What follows belongs to an exercise in optimizing a design on an open flow for small area; a production flow would make more cautious choices.
Function was checked by simulation only, so behaviour that the tests miss may differ from the original.
No activity file was given, so power comes from the tool's default toggle rates.

==> module dsp_krnl_load_ctrl, before the edit <==
module dsp_krnl_load_ctrl #(
  parameter int NUM_TILES = 480,
  parameter int KERN_SZ   = 3,
  parameter int IMG_D     = 6,
  parameter int A_W       = 14,
  parameter int M_W       = 18,
  localparam int KRNL_WORDS = dsp_conv_pkg::krnl_words(KERN_SZ, IMG_D),
  localparam int TILE_W     = $clog2(NUM_TILES)
) (
  input  logic                 clk,
  input  logic                 rst,
  input  logic                 ce,
  input  logic                 cmd_valid,
  output logic                 cmd_ready,
  input  logic [TILE_W-1:0]    cmd_tile,
  input  logic                 cmd_bank,
  input  logic                 cmd_swap,
  input  logic                 s_valid,
  output logic                 s_ready,
  input  logic [M_W-1:0]       s_data,
  output logic [A_W-1:0]       krnl_wraddr,
  output logic [M_W-1:0]       krnl_wrdata,
  output logic [NUM_TILES-1:0] krnl_bram1_wren,
  output logic [NUM_TILES-1:0] krnl_bram2_wren,
  output logic [NUM_TILES-1:0] ld_new_kernel,
  output logic                 busy,
  output logic                 done,
  output logic                 cmd_err
);
  localparam int               IDX_W    = $clog2(KRNL_WORDS);
  localparam logic [IDX_W-1:0] PREV_IDX = IDX_W'(KRNL_WORDS - 2);
  localparam int               LO_W     = 4;
  localparam int               LO_N     = 1 << LO_W;
  localparam int               HI_N     = (NUM_TILES + LO_N - 1) / LO_N;
  dsp_conv_pkg::krnl_state_t r_state;
  logic [TILE_W-1:0]    r_tile;
  logic                 r_bank;
  logic                 r_swap;
  logic                 r_first;    
  logic [IDX_W-1:0]     r_wraddr;   
  logic [M_W-1:0]       r_wrdata;
  logic                 r_wr1;
  logic                 r_wr2;
  logic                 r_ld;
  logic                 r_done;
  logic                 r_cmd_err;
  logic w_cmd_ready, w_s_ready, w_cmd_fire, w_tile_ok, w_beat, w_last;
  assign w_cmd_ready = (r_state == dsp_conv_pkg::IDLE) && ce && !rst;
  assign w_s_ready   = (r_state == dsp_conv_pkg::LOAD) && ce && !rst;
  assign w_cmd_fire  = cmd_valid && w_cmd_ready;
  assign w_tile_ok   = (cmd_tile < TILE_W'(NUM_TILES));
  assign w_beat      = s_valid && w_s_ready;
  assign w_last      = !r_first && (r_wraddr == PREV_IDX);
  always_ff @(posedge clk) begin
    if (rst) begin
      r_state   <= dsp_conv_pkg::IDLE;
      r_tile    <= '0;
      r_bank    <= 1'b0;
      r_swap    <= 1'b0;
      r_first   <= 1'b0;
      r_wraddr  <= '0;
      r_wrdata  <= '0;
      r_wr1     <= 1'b0;
      r_wr2     <= 1'b0;
      r_ld      <= 1'b0;
      r_done    <= 1'b0;
      r_cmd_err <= 1'b0;
    end else begin
      r_wr1     <= w_beat && !r_bank;
      r_wr2     <= w_beat && r_bank;
      r_ld      <= ce && (r_state == dsp_conv_pkg::SWAP);
      r_done    <= ce && (r_state == dsp_conv_pkg::DONE);
      r_cmd_err <= w_cmd_fire && !w_tile_ok;
      if (w_cmd_fire && w_tile_ok) begin
        r_state <= dsp_conv_pkg::LOAD;
        r_tile  <= cmd_tile;
        r_bank  <= cmd_bank;
        r_swap  <= cmd_swap;
        r_first <= 1'b1;
      end
      if (w_beat) begin
        r_wraddr <= r_first ? '0 : r_wraddr + IDX_W'(1);
        r_wrdata <= s_data;
        r_first  <= 1'b0;
        if (w_last) begin
          r_state <= r_swap ? dsp_conv_pkg::SWAP : dsp_conv_pkg::DONE;
        end
      end
      if (ce && (r_state == dsp_conv_pkg::SWAP)) begin
        r_state <= dsp_conv_pkg::DONE;
      end
      if (ce && (r_state == dsp_conv_pkg::DONE)) begin
        r_state <= dsp_conv_pkg::IDLE;
      end
    end
  end
  localparam int HA_W = 2;
  localparam int HA_N = 1 << HA_W;
  localparam int HB_W = TILE_W - LO_W - HA_W;
  localparam int HB_N = 1 << HB_W;
  logic [LO_N-1:0] w_lo_n;
  logic [HI_N-1:0] w_hi1_n, w_hi2_n, w_hild_n;
  logic [HA_N-1:0] w_ha1, w_ha2, w_hald;
  logic [HB_N-1:0] w_hb;
  logic [HA_W-1:0] w_ha_idx;
  logic [HB_W-1:0] w_hb_idx;
  assign w_ha_idx = r_tile[LO_W +: HA_W];
  assign w_hb_idx = r_tile[LO_W + HA_W +: HB_W];
  generate
    for (genvar gl = 0; gl < LO_N; gl++) begin : g_lo
      assign w_lo_n[gl] = !(r_tile[LO_W-1:0] == LO_W'(gl));
    end
    for (genvar ga = 0; ga < HA_N; ga++) begin : g_ha
      assign w_ha1[ga]  = r_wr1 && (w_ha_idx == HA_W'(ga));
      assign w_ha2[ga]  = r_wr2 && (w_ha_idx == HA_W'(ga));
      assign w_hald[ga] = r_ld  && (w_ha_idx == HA_W'(ga));
    end
    for (genvar gb = 0; gb < HB_N; gb++) begin : g_hb
      assign w_hb[gb] = (w_hb_idx == HB_W'(gb));
    end
    for (genvar gh = 0; gh < HI_N; gh++) begin : g_hi
      assign w_hi1_n[gh]  = !(w_ha1[gh % HA_N]  && w_hb[gh / HA_N]);
      assign w_hi2_n[gh]  = !(w_ha2[gh % HA_N]  && w_hb[gh / HA_N]);
      assign w_hild_n[gh] = !(w_hald[gh % HA_N] && w_hb[gh / HA_N]);
    end
    for (genvar gi = 0; gi < NUM_TILES; gi++) begin : g_out
      assign krnl_bram1_wren[gi] = !(w_hi1_n[gi / LO_N]  || w_lo_n[gi % LO_N]);
      assign krnl_bram2_wren[gi] = !(w_hi2_n[gi / LO_N]  || w_lo_n[gi % LO_N]);
      assign ld_new_kernel[gi]   = !(w_hild_n[gi / LO_N] || w_lo_n[gi % LO_N]);
    end
  endgenerate
  assign cmd_ready   = w_cmd_ready;
  assign s_ready     = w_s_ready;
  assign busy        = (r_state != dsp_conv_pkg::IDLE);
  assign krnl_wraddr = A_W'(r_wraddr);
  assign krnl_wrdata = r_wrdata;
  assign done        = r_done;
  assign cmd_err     = r_cmd_err;
endmodule
Settings: LEC_CHECK=0, CAP_MARGIN=20, CORE_AREA=3 2.72 757 59.84, CTS_BUF_LIST=sky130_fd_sc_hd__clkbuf_4 sky130_fd_sc_hd__clkbuf_8, CTS_CLUSTER_DIAMETER=30, CTS_CLUSTER_SIZE=6, DIE_AREA=0 0 760 62, SETUP_SLACK_MARGIN=0.1, SLEW_MARGIN=20; clock period 4.0 ns.
standard.sh (not shown) runs the stock make flow with config.mk's settings and CLKGATE_MAP_FILE= SYNTH_SCRIPT=/design/flow/synth_recipe.tcl, a recipe that flattens the netlist after the stock synthesis.
==> flow/flow/run.sh <==
#!/bin/bash
# The standard ORFS layout, except that:
# - the port buffers are the smallest buffer cell instead of the one
#   buffer_ports picks by default;
# - gates off the critical paths are downsized after global routing, and
#   flow/post_grt.tcl then repairs the slew, capacitance and timing limits.
set -euo pipefail
export BUFFER_PORTS_ARGS="-buffer_cell sky130_fd_sc_hd__buf_1"
export POST_GLOBAL_ROUTE_TCL="$PWD/flow/post_grt.tcl"
bash standard.sh RECOVER_POWER=100 finish > standard_flow.log 2>&1
==> flow/flow/post_grt.tcl <==
# Runs after global routing. Power recovery has downsized the gates that have
# timing slack, which can break the slew and capacitance limits: repair them,
# then any setup violations, legalising and rerouting after each repair.
estimate_parasitics -global_routing
repair_design_helper
global_route -start_incremental
detailed_placement
global_route -end_incremental
estimate_parasitics -global_routing
repair_timing_helper
global_route -start_incremental
detailed_placement
global_route -end_incremental
check_placement -verbose
Rerun with:
--- a/flow/design.v
+++ b/flow/design.v
@@ -54,7 +54,7 @@
 );
   localparam int               IDX_W    = $clog2(KRNL_WORDS);
   localparam logic [IDX_W-1:0] PREV_IDX = IDX_W'(KRNL_WORDS - 2);
-  localparam int               LO_W     = 4;
+  localparam int               LO_W     = 5;
   localparam int               LO_N     = 1 << LO_W;
   localparam int               HI_N     = (NUM_TILES + LO_N - 1) / LO_N;
   dsp_conv_pkg::krnl_state_t r_state;
@@ -119,34 +119,18 @@
       end
     end
   end
-  localparam int HA_W = 2;
-  localparam int HA_N = 1 << HA_W;
-  localparam int HB_W = TILE_W - LO_W - HA_W;
-  localparam int HB_N = 1 << HB_W;
   logic [LO_N-1:0] w_lo_n;
   logic [HI_N-1:0] w_hi1_n, w_hi2_n, w_hild_n;
-  logic [HA_N-1:0] w_ha1, w_ha2, w_hald;
-  logic [HB_N-1:0] w_hb;
-  logic [HA_W-1:0] w_ha_idx;
-  logic [HB_W-1:0] w_hb_idx;
-  assign w_ha_idx = r_tile[LO_W +: HA_W];
-  assign w_hb_idx = r_tile[LO_W + HA_W +: HB_W];
+  logic [TILE_W-LO_W-1:0] w_hi;
+  assign w_hi = r_tile[TILE_W-1:LO_W];
   generate
     for (genvar gl = 0; gl < LO_N; gl++) begin : g_lo
       assign w_lo_n[gl] = !(r_tile[LO_W-1:0] == LO_W'(gl));
     end
-    for (genvar ga = 0; ga < HA_N; ga++) begin : g_ha
-      assign w_ha1[ga]  = r_wr1 && (w_ha_idx == HA_W'(ga));
-      assign w_ha2[ga]  = r_wr2 && (w_ha_idx == HA_W'(ga));
-      assign w_hald[ga] = r_ld  && (w_ha_idx == HA_W'(ga));
-    end
-    for (genvar gb = 0; gb < HB_N; gb++) begin : g_hb
-      assign w_hb[gb] = (w_hb_idx == HB_W'(gb));
-    end
     for (genvar gh = 0; gh < HI_N; gh++) begin : g_hi
-      assign w_hi1_n[gh]  = !(w_ha1[gh % HA_N]  && w_hb[gh / HA_N]);
-      assign w_hi2_n[gh]  = !(w_ha2[gh % HA_N]  && w_hb[gh / HA_N]);
-      assign w_hild_n[gh] = !(w_hald[gh % HA_N] && w_hb[gh / HA_N]);
+      assign w_hi1_n[gh]  = !(r_wr1 && (w_hi == (TILE_W-LO_W)'(gh)));
+      assign w_hi2_n[gh]  = !(r_wr2 && (w_hi == (TILE_W-LO_W)'(gh)));
+      assign w_hild_n[gh] = !(r_ld  && (w_hi == (TILE_W-LO_W)'(gh)));
     end
     for (genvar gi = 0; gi < NUM_TILES; gi++) begin : g_out
       assign krnl_bram1_wren[gi] = !(w_hi1_n[gi / LO_N]  || w_lo_n[gi % LO_N]);
Effect:
- worst setup slack is worse by 16 ps
- power decreases by a few percent
- utilization barely changes
- area after synthesis is lower slightly
- fmax falls slightly
- global-route usage rose by 3.9 points
- die area is unchanged
- sequential share of layout area hardly moves
- final cell count went down slightly
- cell area stays flat
- non-clock buffer count rose by 11
- routed wire length rises by roughly a tenth
- worst hold slack is about the same
- clock power falls by roughly a tenth

========
dsp_krnl_load_ctrl, a different RTL version from the one above (not shown whole).
Size: about 2100 cells after synthesis, about 1500 I/O pins.
==> module dsp_krnl_load_ctrl, before the edit <==
module dsp_krnl_load_ctrl #(
  parameter int NUM_TILES = 480,
  parameter int KERN_SZ   = 3,
  parameter int IMG_D     = 6,
  parameter int A_W       = 14,
  parameter int M_W       = 18,
  localparam int KRNL_WORDS = dsp_conv_pkg::krnl_words(KERN_SZ, IMG_D),
  localparam int TILE_W     = $clog2(NUM_TILES)
) (
  input  logic                 clk,
  input  logic                 rst,
  input  logic                 ce,
  input  logic                 cmd_valid,
  output logic                 cmd_ready,
  input  logic [TILE_W-1:0]    cmd_tile,
  input  logic                 cmd_bank,
  input  logic                 cmd_swap,
  input  logic                 s_valid,
  output logic                 s_ready,
  input  logic [M_W-1:0]       s_data,
  output logic [A_W-1:0]       krnl_wraddr,
  output logic [M_W-1:0]       krnl_wrdata,
  output logic [NUM_TILES-1:0] krnl_bram1_wren,
  output logic [NUM_TILES-1:0] krnl_bram2_wren,
  output logic [NUM_TILES-1:0] ld_new_kernel,
  output logic                 busy,
  output logic                 done,
  output logic                 cmd_err
);
  localparam int               IDX_W    = $clog2(KRNL_WORDS);
  localparam logic [IDX_W-1:0] PREV_IDX = IDX_W'(KRNL_WORDS - 2);
  localparam int               LO_W     = 4;
  localparam int               LO_N     = 1 << LO_W;
  localparam int               HI_N     = (NUM_TILES + LO_N - 1) / LO_N;
  dsp_conv_pkg::krnl_state_t r_state;
  logic [TILE_W-1:0]    r_tile;
  logic                 r_bank;
  logic                 r_swap;
  logic                 r_first;    
  logic [IDX_W-1:0]     r_wraddr;   
  logic [M_W-1:0]       r_wrdata;
  logic                 r_wr1;
  logic                 r_wr2;
  logic                 r_ld;
  logic                 r_done;
  logic                 r_cmd_err;
  logic w_cmd_ready, w_s_ready, w_cmd_fire, w_tile_ok, w_beat, w_last;
  assign w_cmd_ready = (r_state == dsp_conv_pkg::IDLE) && ce && !rst;
  assign w_s_ready   = (r_state == dsp_conv_pkg::LOAD) && ce && !rst;
  assign w_cmd_fire  = cmd_valid && w_cmd_ready;
  assign w_tile_ok   = (cmd_tile < TILE_W'(NUM_TILES));
  assign w_beat      = s_valid && w_s_ready;
  assign w_last      = !r_first && (r_wraddr == PREV_IDX);
  always_ff @(posedge clk) begin
    if (rst) begin
      r_state   <= dsp_conv_pkg::IDLE;
      r_tile    <= '0;
      r_bank    <= 1'b0;
      r_swap    <= 1'b0;
      r_first   <= 1'b0;
      r_wraddr  <= '0;
      r_wrdata  <= '0;
      r_wr1     <= 1'b0;
      r_wr2     <= 1'b0;
      r_ld      <= 1'b0;
      r_done    <= 1'b0;
      r_cmd_err <= 1'b0;
    end else begin
      r_wr1     <= w_beat && !r_bank;
      r_wr2     <= w_beat && r_bank;
      r_ld      <= ce && (r_state == dsp_conv_pkg::SWAP);
      r_done    <= ce && (r_state == dsp_conv_pkg::DONE);
      r_cmd_err <= w_cmd_fire && !w_tile_ok;
      if (w_cmd_fire && w_tile_ok) begin
        r_state <= dsp_conv_pkg::LOAD;
        r_tile  <= cmd_tile;
        r_bank  <= cmd_bank;
        r_swap  <= cmd_swap;
        r_first <= 1'b1;
      end
      if (w_beat) begin
        r_wraddr <= r_first ? '0 : r_wraddr + IDX_W'(1);
        r_wrdata <= s_data;
        r_first  <= 1'b0;
        if (w_last) begin
          r_state <= r_swap ? dsp_conv_pkg::SWAP : dsp_conv_pkg::DONE;
        end
      end
      if (ce && (r_state == dsp_conv_pkg::SWAP)) begin
        r_state <= dsp_conv_pkg::DONE;
      end
      if (ce && (r_state == dsp_conv_pkg::DONE)) begin
        r_state <= dsp_conv_pkg::IDLE;
      end
    end
  end
  logic [LO_N-1:0] w_lo_n;
  logic [HI_N-1:0] w_hi1_n, w_hi2_n, w_hild_n;
  logic [TILE_W-LO_W-1:0] w_hi;
  assign w_hi = r_tile[TILE_W-1:LO_W];
  generate
    for (genvar gl = 0; gl < LO_N; gl++) begin : g_lo
      assign w_lo_n[gl] = !(r_tile[LO_W-1:0] == LO_W'(gl));
    end
    for (genvar gh = 0; gh < HI_N; gh++) begin : g_hi
      assign w_hi1_n[gh]  = !(r_wr1 && (w_hi == (TILE_W-LO_W)'(gh)));
      assign w_hi2_n[gh]  = !(r_wr2 && (w_hi == (TILE_W-LO_W)'(gh)));
      assign w_hild_n[gh] = !(r_ld  && (w_hi == (TILE_W-LO_W)'(gh)));
    end
    for (genvar gi = 0; gi < NUM_TILES; gi++) begin : g_out
      assign krnl_bram1_wren[gi] = !(w_hi1_n[gi / LO_N]  || w_lo_n[gi % LO_N]);
      assign krnl_bram2_wren[gi] = !(w_hi2_n[gi / LO_N]  || w_lo_n[gi % LO_N]);
      assign ld_new_kernel[gi]   = !(w_hild_n[gi / LO_N] || w_lo_n[gi % LO_N]);
    end
  endgenerate
  assign cmd_ready   = w_cmd_ready;
  assign s_ready     = w_s_ready;
  assign busy        = (r_state != dsp_conv_pkg::IDLE);
  assign krnl_wraddr = A_W'(r_wraddr);
  assign krnl_wrdata = r_wrdata;
  assign done        = r_done;
  assign cmd_err     = r_cmd_err;
endmodule
clock: 4.0 ns
lec_check: 0
cap_margin: 20
core_area: 3 2.72 757 59.84
cts_buf_list: sky130_fd_sc_hd__clkbuf_4 sky130_fd_sc_hd__clkbuf_8
cts_cluster_diameter: 30
cts_cluster_size: 6
die_area: 0 0 760 62
setup_slack_margin: 0.1
slew_margin: 20
Scripts as last shown in full above: flow/flow/run.sh, flow/flow/post_grt.tcl
Change:
--- a/flow/design.v
+++ b/flow/design.v
@@ -51,13 +51,13 @@
   output logic                 busy,
   output logic                 done,
   output logic                 cmd_err
 );
   localparam int               IDX_W    = $clog2(KRNL_WORDS);
   localparam logic [IDX_W-1:0] PREV_IDX = IDX_W'(KRNL_WORDS - 2);
-  localparam int               LO_W     = 4;
+  localparam int               LO_W     = 5;
   localparam int               LO_N     = 1 << LO_W;
   localparam int               HI_N     = (NUM_TILES + LO_N - 1) / LO_N;
   dsp_conv_pkg::krnl_state_t r_state;
   logic [TILE_W-1:0]    r_tile;
   logic                 r_bank;
   logic                 r_swap;
@@ -74,18 +74,26 @@
   assign w_s_ready   = (r_state == dsp_conv_pkg::LOAD) && ce && !rst;
   assign w_cmd_fire  = cmd_valid && w_cmd_ready;
   assign w_tile_ok   = (cmd_tile < TILE_W'(NUM_TILES));
   assign w_beat      = s_valid && w_s_ready;
   assign w_last      = !r_first && (r_wraddr == PREV_IDX);
   always_ff @(posedge clk) begin
+    if (w_cmd_fire && w_tile_ok) begin
+      r_tile  <= cmd_tile;
+      r_bank  <= cmd_bank;
+      r_swap  <= cmd_swap;
+    end
+    if (w_cmd_fire && w_tile_ok) begin
+      r_first <= 1'b1;
+    end else if (w_beat) begin
+      r_first <= 1'b0;
+    end
+  end
+  always_ff @(posedge clk) begin
     if (rst) begin
       r_state   <= dsp_conv_pkg::IDLE;
-      r_tile    <= '0;
-      r_bank    <= 1'b0;
-      r_swap    <= 1'b0;
-      r_first   <= 1'b0;
       r_wraddr  <= '0;
       r_wrdata  <= '0;
       r_wr1     <= 1'b0;
       r_wr2     <= 1'b0;
       r_ld      <= 1'b0;
       r_done    <= 1'b0;
@@ -95,21 +103,16 @@
       r_wr2     <= w_beat && r_bank;
       r_ld      <= ce && (r_state == dsp_conv_pkg::SWAP);
       r_done    <= ce && (r_state == dsp_conv_pkg::DONE);
       r_cmd_err <= w_cmd_fire && !w_tile_ok;
       if (w_cmd_fire && w_tile_ok) begin
         r_state <= dsp_conv_pkg::LOAD;
-        r_tile  <= cmd_tile;
-        r_bank  <= cmd_bank;
-        r_swap  <= cmd_swap;
-        r_first <= 1'b1;
       end
       if (w_beat) begin
         r_wraddr <= r_first ? '0 : r_wraddr + IDX_W'(1);
         r_wrdata <= s_data;
-        r_first  <= 1'b0;
         if (w_last) begin
           r_state <= r_swap ? dsp_conv_pkg::SWAP : dsp_conv_pkg::DONE;
         end
       end
       if (ce && (r_state == dsp_conv_pkg::SWAP)) begin
         r_state <= dsp_conv_pkg::DONE;
Sequential power grows by about 4%.
Core utilization grows by 0.36 points.
Worst setup slack improved by 28 ps.
Fmax grows by about 0.7%.
Count of clock-buffer cells in the layout shrinks by 1.
Wire length grows by 6.3%.
Total power grows by about 2.6%.
Cell count shrinks by about 1%.
Non-clock buffer count grows by 37.
Via count shrinks by about 0.9%.
Clock power grows by 26%.
Synthesized area shrinks by about 5%.
Hold slack got worse by 24 ps.

## re-timing with driven ports
The flow's constraints put no driver on any port. The routed layouts listed below were extracted and timed again, unchanged, in two steps.
Step 1, drivers: a clkbuf_16 drives clk and a buf_2 each remaining input, both assumed.
Step 2, shift: input delay + t, output delay - t, t = (earliest + latest rising clock arrival at the registers) / 2. This alone moves slack from input paths to output paths.
Three values: ideal ports, drivers, drivers and shift; two values: the first two.
run | shift t [ns] | slack for setup (ns) | hold WS [ns] | latest minus earliest clock arrival (ns) | pins driven straight from the clock port
the first run of note 1 | 0.344 | 0.142 / 0.117 / 0.460 | 0.461 / 0.461 / 0.461 | 0.011 / 0.011 | 1
the second run of note 1 | 0.340 | 0.126 / 0.099 / 0.438 | 0.462 / 0.462 / 0.462 | 0.019 / 0.019 | 1
the first run of note 2 | 0.323 | 0.125 / 0.103 / 0.426 | 0.458 / 0.458 / 0.458 | 0.012 / 0.012 | 1
the second run of note 2 | 0.341 | 0.153 / 0.127 / 0.468 | 0.434 / 0.434 / 0.434 | 0.010 / 0.010 | 1
After both steps setup and hold are still met in every run listed.
